Source: an optimization exercise on an open RTL-to-GDS flow (aim: small area, a short achievable clock period and few clock cycles). Production flows keep margins and buffers that such runs may drop. Where RTL was checked, it was by simulation tests only, not by an equivalence proof against the original. No activity file was given, so power comes from the tool's default toggle rates.

==> flow/design.v <==
module transpose_pingpong #(
  parameter  int VALUE_WIDTH     = 17,
  parameter  int N               = 8,
  localparam int AXIS_DATA_WIDTH = 8 * ((VALUE_WIDTH - 1) / 8 + 1)
) (
  input  logic                       i_clk,
  input  logic                       i_aresetn,
  input  logic                       i_axis_TVALID,
  output logic                       o_axis_TREADY,
  input  logic [AXIS_DATA_WIDTH-1:0] i_axis_TDATA,
  input  logic                       i_axis_TLAST,
  output logic                       o_axis_TVALID,
  input  logic                       i_axis_TREADY,
  output logic [AXIS_DATA_WIDTH-1:0] o_axis_TDATA,
  output logic                       o_axis_TLAST,
  output logic                       o_tlast_err
);
  localparam int VW    = VALUE_WIDTH;
  localparam int DEPTH = N * N;        
  localparam int AW    = $clog2(DEPTH);
  localparam int D1   = 7;
  localparam int D2   = 14;
  localparam int D3   = 28;
  localparam int TAIL = DEPTH - 3 - D1 - D2 - D3;    
  logic pad_unused;
  assign pad_unused = ^i_axis_TDATA;
  logic [AW-1:0] c1, c2;
  logic          fpar;        
  logic          fp1, fp2;    
  logic          s1, s2, s3;  
  logic [AW-1:0] q1, q2, q3;
  assign q1 = c1 - AW'(1);
  assign q2 = c1 - AW'(D1 + 2);
  assign q3 = c1 - AW'(D1 + D2 + 3);
  logic [VW-1:0] ring_in;
  logic [VW-1:0] p0, p1, p2;
  logic [VW-1:0] b1 [D1];
  logic [VW-1:0] b2 [D2];
  logic [VW-1:0] b3 [D3];
  logic [VW-1:0] tl [TAIL];
  logic [VW-1:0] y1, y2, y3;
  logic [VW-1:0] ring_out;    
  logic [VW-1:0] ring_next;   
  assign y1 = s1 ? p0 : b1[D1-1];
  assign y2 = s2 ? p1 : b2[D2-1];
  assign y3 = s3 ? p2 : b3[D3-1];
  assign ring_out  = tl[TAIL-1];
  assign ring_next = tl[TAIL-2];
  always_ff @(posedge i_clk) begin
    p0    <= ring_in;
    b1[0] <= s1 ? b1[D1-1] : p0;
    for (int i = 1; i < D1; i++) b1[i] <= b1[i-1];
    p1    <= y1;
    b2[0] <= s2 ? b2[D2-1] : p1;
    for (int i = 1; i < D2; i++) b2[i] <= b2[i-1];
    p2    <= y2;
    b3[0] <= s3 ? b3[D3-1] : p2;
    for (int i = 1; i < D3; i++) b3[i] <= b3[i-1];
    tl[0] <= y3;
    for (int i = 1; i < TAIL; i++) tl[i] <= tl[i-1];
  end
  logic [AW-1:0] wp;          
  logic          wpar;        
  logic          have_out;    
  logic [AW-1:0] rp;          
  logic          rpar;        
  logic          ready_q;
  logic          nready_q;    
  logic          accept;
  logic          load;
  logic          w_last;
  logic          r_last;
  logic [VW-1:0] o_value;
  logic          bn_q;        
  logic          eq_next;     
  logic          sink_free;
  logic          a_last;
  logic          x_next;
  logic [3:0]    rdy_case;    
  logic          ready_n;
  logic          bn_n;
  assign ready_q       = !nready_q;
  assign o_axis_TREADY = ready_q;
  assign ring_in   = ready_q ? i_axis_TDATA[VW-1:0] : ring_out;
  assign accept    = i_axis_TVALID && ready_q;
  assign w_last    = &wp;
  assign r_last    = &rp;
  assign sink_free = !o_axis_TVALID || i_axis_TREADY;
  assign a_last    = accept && w_last;
  assign load = (bn_q || a_last) && sink_free;
  assign x_next = have_out && (c2 == rp) && (fp2 == rpar);
  assign bn_n   = load ? !r_last : (x_next && !a_last);
  assign eq_next = (wp == c1);
  always_comb begin
    logic gone;
    logic lt, le, lt1;
    gone = have_out && r_last;
    lt   = (wp < rp);         
    le   = (wp <= rp);        
    lt1  = (wp + 1'b1 < rp);  
    rdy_case[0] = eq_next && (!have_out || lt) &&
                  ((wp == '0) ? (!have_out || (fp1 == rpar)) : (fp1 == wpar));
    rdy_case[1] = eq_next && (!have_out || gone || le) &&
                  ((wp == '0) ? (!have_out || gone || (fp1 == rpar)) : (fp1 == wpar));
    rdy_case[2] = !w_last && (!have_out || lt1);
    rdy_case[3] = w_last || !have_out || gone || lt;
  end
  assign ready_n = rdy_case[{accept, load}];
  always_ff @(posedge i_clk or negedge i_aresetn) begin
    if (!i_aresetn) begin
      c1          <= AW'(1);
      c2          <= AW'(2);
      fpar        <= 1'b0;
      fp1         <= 1'b0;
      fp2         <= 1'b0;
      s1          <= 1'b0;
      s2          <= 1'b0;
      s3          <= 1'b0;
      wp          <= '0;
      wpar        <= 1'b0;
      rp          <= '0;
      rpar        <= 1'b0;
      have_out    <= 1'b0;
      bn_q        <= 1'b0;
      nready_q    <= 1'b0;
      o_tlast_err <= 1'b0;
    end else begin
      c1          <= c2;
      c2          <= c2 + 1'b1;
      fpar        <= fp1;
      fp1         <= fp2;
      fp2         <= fp2 ^ (&c2);
      s1          <= q1[3] & ~q1[0];
      s2          <= q2[4] & ~q2[1];
      s3          <= q3[5] & ~q3[2];
      bn_q        <= bn_n;
      nready_q    <= !ready_n;
      o_tlast_err <= accept && (i_axis_TLAST != w_last);
      if (accept) begin
        if (wp == '0) wpar <= fpar;
        wp <= wp + 1'b1;
      end
      if (a_last) begin
        have_out <= 1'b1;
        rpar     <= ~wpar;
        rp       <= AW'(load);
      end else if (load) begin
        rp <= rp + 1'b1;
        if (r_last) have_out <= 1'b0;
      end
    end
  end
  always_ff @(posedge i_clk) begin
    if (load) o_value <= ring_next;
  end
  always_ff @(posedge i_clk or negedge i_aresetn) begin
    if (!i_aresetn) begin
      o_axis_TVALID <= 1'b0;
      o_axis_TLAST  <= 1'b0;
    end else if (load) begin
      o_axis_TVALID <= 1'b1;
      o_axis_TLAST  <= r_last;
    end else if (i_axis_TREADY) begin
      o_axis_TVALID <= 1'b0;
      o_axis_TLAST  <= 1'b0;
    end
  end
  assign o_axis_TDATA = {{(AXIS_DATA_WIDTH - VW){o_value[VW-1]}}, o_value};
endmodule
Settings: LEC_CHECK=0, ABC_CLOCK_PERIOD_IN_PS=2000, CAP_MARGIN=20, CORE_MARGIN=2, CORE_UTILIZATION=60, CTS_BUF_LIST=sky130_fd_sc_hd__clkbuf_16 sky130_fd_sc_hd__clkbuf_8, CTS_CLUSTER_DIAMETER=70, CTS_CLUSTER_SIZE=36, PLACE_DENSITY=0.75, SETUP_SLACK_MARGIN=2.0, SLEW_MARGIN=20; clock period 4.0 ns.
run.sh (not shown) runs the stock make flow with config.mk's settings and CLKGATE_MAP_FILE= SYNTH_SCRIPT=/design/flow/synth_recipe.tcl, a recipe that flattens the netlist after the stock synthesis.
Testbench counts at the start, summed over its fixed seeds: cycles 16,896.
==> next run, changes <==
--- a/flow/design.v
+++ b/flow/design.v
@@ -70,12 +70,13 @@
   logic          load;
   logic          w_last;
   logic          r_last;
   logic [VW-1:0] o_value;
   logic          bn_q;        
   logic          eq_next;     
+  logic [AW-1:0] dd;          
   logic          sink_free;
   logic          a_last;
   logic          x_next;
   logic [3:0]    rdy_case;    
   logic          ready_n;
   logic          bn_n;
@@ -87,28 +88,36 @@
   assign r_last    = &rp;
   assign sink_free = !o_axis_TVALID || i_axis_TREADY;
   assign a_last    = accept && w_last;
   assign load = (bn_q || a_last) && sink_free;
   assign x_next = have_out && (c2 == rp) && (fp2 == rpar);
   assign bn_n   = load ? !r_last : (x_next && !a_last);
-  assign eq_next = (wp == c1);
   always_comb begin
     logic gone;
-    logic lt, le, lt1;
+    logic lt, lt1;
     gone = have_out && r_last;
-    lt   = (wp < rp);         
-    le   = (wp <= rp);        
-    lt1  = (wp + 1'b1 < rp);  
+    lt   = (dd != '0);        
+    lt1  = (dd[AW-1:1] != '0);  
     rdy_case[0] = eq_next && (!have_out || lt) &&
                   ((wp == '0) ? (!have_out || (fp1 == rpar)) : (fp1 == wpar));
-    rdy_case[1] = eq_next && (!have_out || gone || le) &&
+    rdy_case[1] = eq_next &&
                   ((wp == '0) ? (!have_out || gone || (fp1 == rpar)) : (fp1 == wpar));
     rdy_case[2] = !w_last && (!have_out || lt1);
     rdy_case[3] = w_last || !have_out || gone || lt;
   end
-  assign ready_n = rdy_case[{accept, load}];
+  logic [3:0] rdy_late;       
+  always_comb begin
+    logic fr0, fr1;           
+    fr0 = !o_axis_TVALID;
+    fr1 = 1'b1;
+    rdy_late[0] = rdy_case[{1'b0, bn_q && fr0}];
+    rdy_late[1] = rdy_case[{1'b0, bn_q && fr1}];
+    rdy_late[2] = rdy_case[{ready_q, (bn_q || (ready_q && w_last)) && fr0}];
+    rdy_late[3] = rdy_case[{ready_q, (bn_q || (ready_q && w_last)) && fr1}];
+  end
+  assign ready_n = rdy_late[{i_axis_TVALID, i_axis_TREADY}];
   always_ff @(posedge i_clk or negedge i_aresetn) begin
     if (!i_aresetn) begin
       c1          <= AW'(1);
       c2          <= AW'(2);
       fpar        <= 1'b0;
       fp1         <= 1'b0;
@@ -119,24 +128,30 @@
       wp          <= '0;
       wpar        <= 1'b0;
       rp          <= '0;
       rpar        <= 1'b0;
       have_out    <= 1'b0;
       bn_q        <= 1'b0;
+      eq_next     <= 1'b0;
+      dd          <= '0;
       nready_q    <= 1'b0;
       o_tlast_err <= 1'b0;
     end else begin
       c1          <= c2;
       c2          <= c2 + 1'b1;
       fpar        <= fp1;
       fp1         <= fp2;
       fp2         <= fp2 ^ (&c2);
       s1          <= q1[3] & ~q1[0];
       s2          <= q2[4] & ~q2[1];
       s3          <= q3[5] & ~q3[2];
       bn_q        <= bn_n;
+      eq_next     <= !accept && (wp == c2);
+      if (a_last)             dd <= AW'(load);
+      else if (load && !accept) dd <= dd + 1'b1;
+      else if (accept && !load) dd <= dd - 1'b1;
       nready_q    <= !ready_n;
       o_tlast_err <= accept && (i_axis_TLAST != w_last);
       if (accept) begin
         if (wp == '0) wpar <= fpar;
         wp <= wp + 1'b1;
       end
@@ -148,22 +163,24 @@
         rp <= rp + 1'b1;
         if (r_last) have_out <= 1'b0;
       end
     end
   end
   always_ff @(posedge i_clk) begin
-    if (load) o_value <= ring_next;
+    if (sink_free) begin
+      o_value      <= ring_next;
+      o_axis_TLAST <= r_last;
+    end
+  end
+  logic o_sign;
+  always_ff @(posedge i_clk) begin
+    o_sign <= sink_free ? ring_next[VW-1] : o_value[VW-1];
   end
   always_ff @(posedge i_clk or negedge i_aresetn) begin
     if (!i_aresetn) begin
       o_axis_TVALID <= 1'b0;
-      o_axis_TLAST  <= 1'b0;
-    end else if (load) begin
-      o_axis_TVALID <= 1'b1;
-      o_axis_TLAST  <= r_last;
-    end else if (i_axis_TREADY) begin
-      o_axis_TVALID <= 1'b0;
-      o_axis_TLAST  <= 1'b0;
+    end else if (sink_free) begin
+      o_axis_TVALID <= load;
     end
   end
-  assign o_axis_TDATA = {{(AXIS_DATA_WIDTH - VW){o_value[VW-1]}}, o_value};
+  assign o_axis_TDATA = {{(AXIS_DATA_WIDTH - VW + 1){o_sign}}, o_value[VW-2:0]};
 endmodule
The new run finished with timing, DRC and antenna clean.
Total power hardly moves.
Clock skew drops by 6.9 ps.
Count of clock-buffer cells in the layout drops by 1.
Cell area rose by 0.82%.
Core utilization grows by 0.10 points.
Function not checked in the second run of this note: the RTL went through the layout flow alone.

[separate check: timing with driven ports]
The flow's constraints put no driver on any port. The routed layouts listed below were extracted and timed again, unchanged, in two steps.
Step 1: set_driving_cell puts a clkbuf_16 on i_clk and a buf_2 on each other input, an assumption about the parent block.
Step 2 also shifts input and output timing later by t, the mid clock arrival at the registers, as if the neighbouring blocks saw the same clock.
Three values: ideal, step 1, step 2; two values: the first two.
run	t, ns	setup slack, ns	hold WS [ns]	cell pins on the clock port's net
the first run	0.626	1.897 / 1.842 / 1.387	0.299 / 0.299 / 0.299	1
the second run	0.639	1.922 / 1.865 / 1.415	0.308 / 0.308 / 0.308	1
After both steps setup and hold are still met in every run listed. For the first run, which loses most, drivers alone change the setup slack by -0.055 ns; drivers and shift together by -0.510 ns.
